From an optimization exercise on the open Yosys and OpenROAD flow, aimed at small area and a short achievable clock period; shortcuts taken in it are not production practice. Function was checked by simulation only, so behaviour that the tests miss may differ from the original.

==> flow/design.v, too long to show whole: its modules and the start of the top module <==
// module mult_pipe: 1374 lines
// module mult_sched: 73 lines
module mult_sched
#(
    parameter int NREQ = 4,
    parameter int LAT  = 1
) (
    input  logic                      pclk,
    input  logic                      reset,
    input  logic [NREQ-1:0]           req_valid,
    output logic [NREQ-1:0]           req_ready,
    input  logic [NREQ*A_W-1:0]       req_a,
    input  logic [NREQ*B_W-1:0]       req_b,
    input  logic [NREQ-1:0]           req_mask,
    output logic                      rsp_valid,
    output logic [$clog2(NREQ)-1:0]   rsp_id,
    output logic [P_W-1:0]            rsp_data,
    output logic                      busy
);
  // ...
==> flow/flow/run.sh <==
#!/bin/bash
# Layout: the standard flow (standard.sh), with two changes to how it is made:
# synthesis maps logic with an area-oriented ABC script (flow/abc_area.script, used
# through ABC_AREA=1), and timing repair aims for a larger setup margin.
# Each tool's output goes to its own log under orfs/logs/; make's output to run_make.log.
set -euo pipefail
rm -rf scripts_own
cp -r "$FLOW_HOME/scripts" scripts_own
cp flow/abc_area.script scripts_own/abc_area.script
bash standard.sh SCRIPTS_DIR="$PWD/scripts_own" SETUP_SLACK_MARGIN=6 > run_make.log 2>&1
==> flow/flow/abc_area.script <==
strash
dch
amap
topo
stime -c
buffer -c
upsize -c
dnsize -c
==> flow/standard.sh <==
#!/bin/bash
# synth_recipe.tcl (not shown) runs the flow's synth.tcl, then flattens the netlist and writes it again
# the make line also repeats each setting of config.mk as NAME=value (left out here)
make -C /OpenROAD-flow-scripts/flow DESIGN_CONFIG=/design/flow/config.mk WORK_HOME=/design/flow/orfs CLKGATE_MAP_FILE= SYNTH_SCRIPT=/design/flow/synth_recipe.tcl "${@:-finish}"
==> flow/config.mk <==
export PLATFORM = sky130hd
export DESIGN_NAME = mult_sched
export DESIGN_NICKNAME = mult_sched
export VERILOG_FILES = /design/flow/design.v
export SDC_FILE = /design/flow/constraint.sdc
export NUM_CORES = 4
export LEC_CHECK = 0
export ABC_AREA = 1
export CAP_MARGIN = 20
export CORE_MARGIN = 2
export CORE_UTILIZATION = 40
export SLEW_MARGIN = 20
==> flow/constraint.sdc <==
create_clock -name core_clock -period 15.0 [get_ports {pclk}]
set_input_delay 3.0000 -clock core_clock [delete_from_list [all_inputs] [get_ports {pclk}]]
set_output_delay 3.0000 -clock core_clock [all_outputs]
set_load 0.01 [all_outputs]
==> impl_results.md, run 1 <==
* Final Util at 49.71%
* Reg2reg end: u_mult.c_r[22]
* Setup Skew at 0.01618 ns
* Sequential area share after synthesis at 11.60%
* TritonCTS clock tree: built
* Status: finished clean
* M1 WL at 43770 um
* Filler cells at 6274
* Met1 Resource Use GR at 41.18%
* Top cell by count, worst path: fa_1
* Buf/Inv on CP at 6
* Hold Vio Cnt, Final at 0
* Sink Count at 123
* RSZ-0062 raised after global routing: false
* Hold-fix buffers, CTS at 0
* Nets@finish at 4306
* Post-Syn Nets at 4140
* Largest family of logic cells by synthesized area: compound AO/OA/AOI/OAI gates
* Multi-input combinational area share at 66.28%
* Post-Layout Cell Count at 4469
* Clock buf/inv share at 1.600%
* CP Capture Point: u_mult.c_r[22]
* Share of layout cells above drive strength 1 at 9.628%
* R2r setup slk at 8.80 ns
* Cell count along the critical path at 23
* Fin Hold WS at 0.4813 ns
* Critical path fanouts, max at 37
* Die Width at 261.6 um
* Commonest non-fill, non-tap cell in the layout: nor2_1
* Synth Area in XOR/XNOR at 0.03300%
* Post-DP Area at 0.03047 mm^2
* Clk slew on worst S/H paths at 0.06 ns
* Fin worst setup slack at 6.161 ns
* Remaining Overflow, GRT at 0
* Main flop type after synthesis: dfrtp_1
* Die Span Y at 261.6 um
* Simple-Gate Fraction of Synth Area at 11.39%
* DR vias at 28021
* Synth-to-Final Area Change at 23.15%
* Pre-CTS setup slack at 4.815 ns
* Area share of fa/ha/maj cells after synthesis at 32.03%
==> run 2, diff against run 1 <==
==> flow/run.sh (new file) <==
#!/bin/bash
# synth_recipe.tcl (not shown) runs the flow's synth.tcl, then flattens the netlist and writes it again
# the make line also repeats each setting of config.mk as NAME=value (left out here)
make -C /OpenROAD-flow-scripts/flow DESIGN_CONFIG=/design/flow/config.mk WORK_HOME=/design/flow/orfs CLKGATE_MAP_FILE= SYNTH_SCRIPT=/design/flow/synth_recipe.tcl finish
removed: flow/flow/run.sh
removed: flow/flow/abc_area.script
removed: flow/standard.sh
==> impl_results.md, run 2 <==
* Status: finished clean (unchanged)
* I/O Buffers at 317 (unchanged)
* Hold crit path type: reg -> reg (unchanged)
* CP startpoint kind: input port (unchanged)
* Vias in the first global route at 32752 (was 26738)
* Largest regs: u_mult.s_r x60, u_mult.c_r x58 (unchanged)
* Maximum clock rate at 98.09 MHz (was 113.1 MHz)
* Post-Syn Nets at 5528 (was 4140)
* Hold-fix buffers, CTS at 0 (unchanged)
* Tcrit/Tclk final at 67.97% (was 58.93%)
* Hold path endpoint: u_mult.c_r[0] (unchanged)
* Cell area after synthesis at 0.03122 mm^2 (was 0.02654 mm^2)
* CTS Buffer Depth at 2 (unchanged)
* Die area at 0.08030 mm^2 (was 0.06842 mm^2)
* Commonest cells after routing, fill and taps aside: nand2_1 (1922), inv_1 (508), nand3_1 (489) (was nor2_1 (434), o22ai_1 (433), a21oi_1 (411))
* Iteration-0 DRC count of the detailed router at 3585 (was 3604)
* GR Util All Layers at 33.86% (was 31.23%)
* Fin Hold WS at 0.4822 ns (was 0.4813 ns)
* Die Span Y at 283.4 um (was 261.6 um)
* Synth-to-Final Area Change at 13.33% (was 23.15%)
* Worst EP required at 15.38 ns (was 15.33 ns)
* Final min period at 10.20 ns (was 8.839 ns)
* Root buffer cell: clkbuf_16 (unchanged)
* Largest area contributor in the synthesized netlist: nand2_1 (was fa_1)
* Remaining Overflow, GRT at 0 (unchanged)
* Placement row count at 102 (was 94)
* Worst endpoint data arrival time at 10.58 ns (was 9.17 ns)
* Core footprint at 0.07734 mm^2 (was 0.06575 mm^2)
* Setup Skew at 0.02187 ns (was 0.01618 ns)
* Sink Count at 123 (unchanged)
* Final ANT Viol Nets at 0 (unchanged)
* Nets@finish at 5657 (was 4306)
* Wire per inst at 22.90 um (was 25.68 um)
* Most flops, register: u_mult.s_r (unchanged)
* Post-DP Area at 0.03478 mm^2 (was 0.03047 mm^2)
* Mapped Cells at 4814 (was 3426)
* Pre-CTS setup slack at 4.460 ns (was 4.815 ns)
* Measured slew at the worst slew-check pin at 1.086 ns (was 0.9760 ns)
* TNS Setup at 0 ns (unchanged)
* Max reg flops at 60 (unchanged)
* RSZ-0062 raised after global routing: false (unchanged)
* Worst r2r src: rr_ptr_r[0] (was rr_ptr_r[1])
* Cell with the most instances after synthesis: nand2_1 (was o22ai_1)
* Hold Vio Cnt, Final at 0 (unchanged)
* R2r setup slk at 7.64 ns (was 8.80 ns)
* Final Util at 45.75% (was 49.71%)
* Setup-failing EPs final at 0 (unchanged)
* Clk slew on worst S/H paths at 0.06 ns (about the same)
* Pins Over Slew Limit at 0 (unchanged)
* Post-synth cell types at 48 (was 63)
* Main flop type after synthesis: dfrtp_1 (unchanged)
* Clock buffer count from CTS at 17 (unchanged)
* Average cell area after synthesis at 6.485 um^2 (was 7.746 um^2)
* Die Width at 283.4 um (was 261.6 um)
* Placer Congestion at 1.011 (was 0.9341)
* Initial antenna violation count at 2 (was 1)
* Clk latency of the worst-skew pair at 0.46 ns (about the same)
* FF/Latch Area at 0.003078 mm^2 (unchanged)
* Worst reg-to-reg path cell count at 28 (was 22)
* Fin worst setup slack at 4.805 ns (was 6.161 ns)
* Crit. End Element: flip-flop (unchanged)
* Vias per cell at 5.544 (was 6.270)
* Initial Util at 40.37% (was 40.36%)
* Filler cells at 8164 (was 6274)
* Sequential area share after synthesis at 9.859% (was 11.60%)
* Resize count post-CTS at 0 (was 64)
* Maxcap violations at 0 (unchanged)
* Post-DP HPWL at 101100 um (was 71980 um)
* Post-synth ARST share at 100.0% (unchanged)
* Post-synth EDFFs at 0 (unchanged)
* Post-CTS Setup Bufs at 0 (was 7)
* Share of the synthesized area in the top cell type at 23.12% (was 27.08%)
* Critical path fanouts, max at 44 (was 37)
* Rel. slew slack at 26.86% (was 34.50%)
* Top cells by count, synth: nand2_1 (1923), inv_1 (510), nand3_1 (489) (was o22ai_1 (451), nor2_1 (439), a21oi_1 (424))
* Design area at 0.03538 mm^2 (was 0.03268 mm^2)
* Share of layout cells above drive strength 1 at 4.681% (was 9.628%)
* I/O pin cnt at 318 (unchanged)
* Worst hold stages at 2 (unchanged)
* Initial DRT Pass Iterations at 6 (was 10)
* DR vias at 33254 (was 28021)
* Setup CP Type: in -> reg (unchanged)
* Number of synthesized register bits at 123 (unchanged)
* H-tree depth at 4 (unchanged)
* # DRC at 0 (unchanged)
* First-pass GRT wire length at 205600 um (was 162600 um)
* Commonest non-fill, non-tap cell in the layout: nand2_1 (was nor2_1)
* Top post-synthesis cells by area: nand2_1 (23%), fa_1 (23%), dfrtp_1 (9.9%) (was fa_1 (27%), dfrtp_1 (12%), o22ai_1 (11%))
* Synthesis Warnings at 2 (unchanged)
* Area of the multi-input gates at 0.02459 mm^2 (was 0.02166 mm^2)
* Largest net degree at the start of global routing at 100 (was 90)
* Hold path startpoint: u_mult.c_r[0] (unchanged)
* Reg2reg end: u_mult.c_r[31] (was u_mult.c_r[22])
* TritonCTS clock tree: built (unchanged)
* Final wirelength at 137400 um (was 114800 um)
[run 2: cell types whose count changed after synthesis, sizes merged, moves of 60 or more]
| cell | change |
|---|---|
| xor2 | +268 |
| buf | +84 |
| nand3 | +489 |
| a21oi | -333 |
| a22o | -160 |
| a221oi | -60 |
| nor2 | -248 |
| inv | +179 |
| nand2 | +1727 |
| o22ai | -419 |
| clkbuf | -126 |
[run 2: how the worst max path moves through the flow]
| stage | startpoint | to | slack (ns) |
|---|---|---|---|
| 6_report | req_valid[2] | u_mult.c_r[31] | 4.81 |
| 5_1_grt | req_valid[2] | u_mult.c_r[31] | 4.35 |
| 4_1_cts | req_valid[2] | u_mult.c_r[31] | 4.93 |
| 3_5_place_dp | req_valid[2] | u_mult.c_r[31] | 4.46 |
| 3_3_place_gp | req_valid[2] | u_mult.c_r[31] | 4.55 |
| 2_1_floorplan | req_mask[1] | u_mult.c_r[35] | 7.20 |
[run 2: metrics by stage]
stage          instances
2_1_floorplan       4814
3_3_place_gp        5964
3_5_place_dp        5964
4_1_cts             5996
5_1_grt             5996
6_report            5998
[run 2: kinds of logic (layout without fill, tap and decap cells)]
kind of cell | after synthesis | in the layout | share of synthesized area [%]
adder cells (fa/ha/maj) | 464 | 464 | 27.23
buffers and inverters | 834 | 976 | 11.49
other | 0 | 2 | 0
XOR/XNOR | 287 | 287 | 8.052
flip-flops | 123 | 123 | 9.859
AO/OA/AOI/OAI | 415 | 415 | 7.735
AND/OR/NAND/NOR | 2691 | 2691 | 35.63
[run 2: critical path, stage by stage]
cell	delay, ns
clkdlybuf4s50_1	0.47
inv_1	0.04
nor2_1	0.66
nand2_2	0.37
inv_2	0.10
buf_4	0.40
nand2_1	0.09
nand2_1	0.12
nor2_4	0.03
buf_4	0.28
inv_2	0.61
nand2_1	0.64
nand3_1	0.29
nand2_1	0.07
nand2_1	0.06
nand2_1	0.09
fa_1	0.53
fa_1	0.46
fa_1	0.50
fa_1	0.42
fa_1	0.55
inv_1	0.06
fa_1	0.50
nand2_1	0.05
nand2_1	0.09
[run 2: routing by layer]
metal	part of all wire [%]	global-route usage, %	vias up	routed length (um)
met5	0.012	0	-	16
met3	13	9.952	401	17860
li1	-	-	15187	-
met4	6.0	17.94	2	8300
met1	38	43.11	15510	52520
met2	43	51.81	2154	58650
[run 2: area by class of cell]
class	count	area share (%)
clock buffer	18	1.213
inverter	552	5.874
multi-input combinational	3857	69.51
timing repair buffer	392	10.56
tap	1040	3.678
antenna	2	0.01415
clock inverter	14	0.4562
sequential	123	8.700

re-timing with driven ports:
No port has a modelled driver above. Below, the same layouts with a new extraction and two added sets of constraints. Step 1: set_driving_cell puts a clkbuf_16 on pclk and a buf_2 on each other input, an assumption about the parent block. Step 2 moves the port delays by t, midway between the first and last clock arrival at a register: inputs arrive t later, outputs are due t later. That takes back most of the time a late clock gives input paths. a / b / c = no drivers / after step 1 / after step 2; a / b = the first two.
run	t, ns	slack for setup (ns)	worst setup path after step 2	slew at the worst register clock pin (ns)
run 1	0.509	6.161 / 6.194 / 5.685	input to register	0.07 / 0.07
run 2	0.511	4.805 / 4.844 / 4.333	input to register	0.08 / 0.08
After both steps setup and hold are still met in every run listed. For run 1, which loses most, drivers alone change the setup slack by +0.033 ns; drivers and shift together by -0.476 ns.
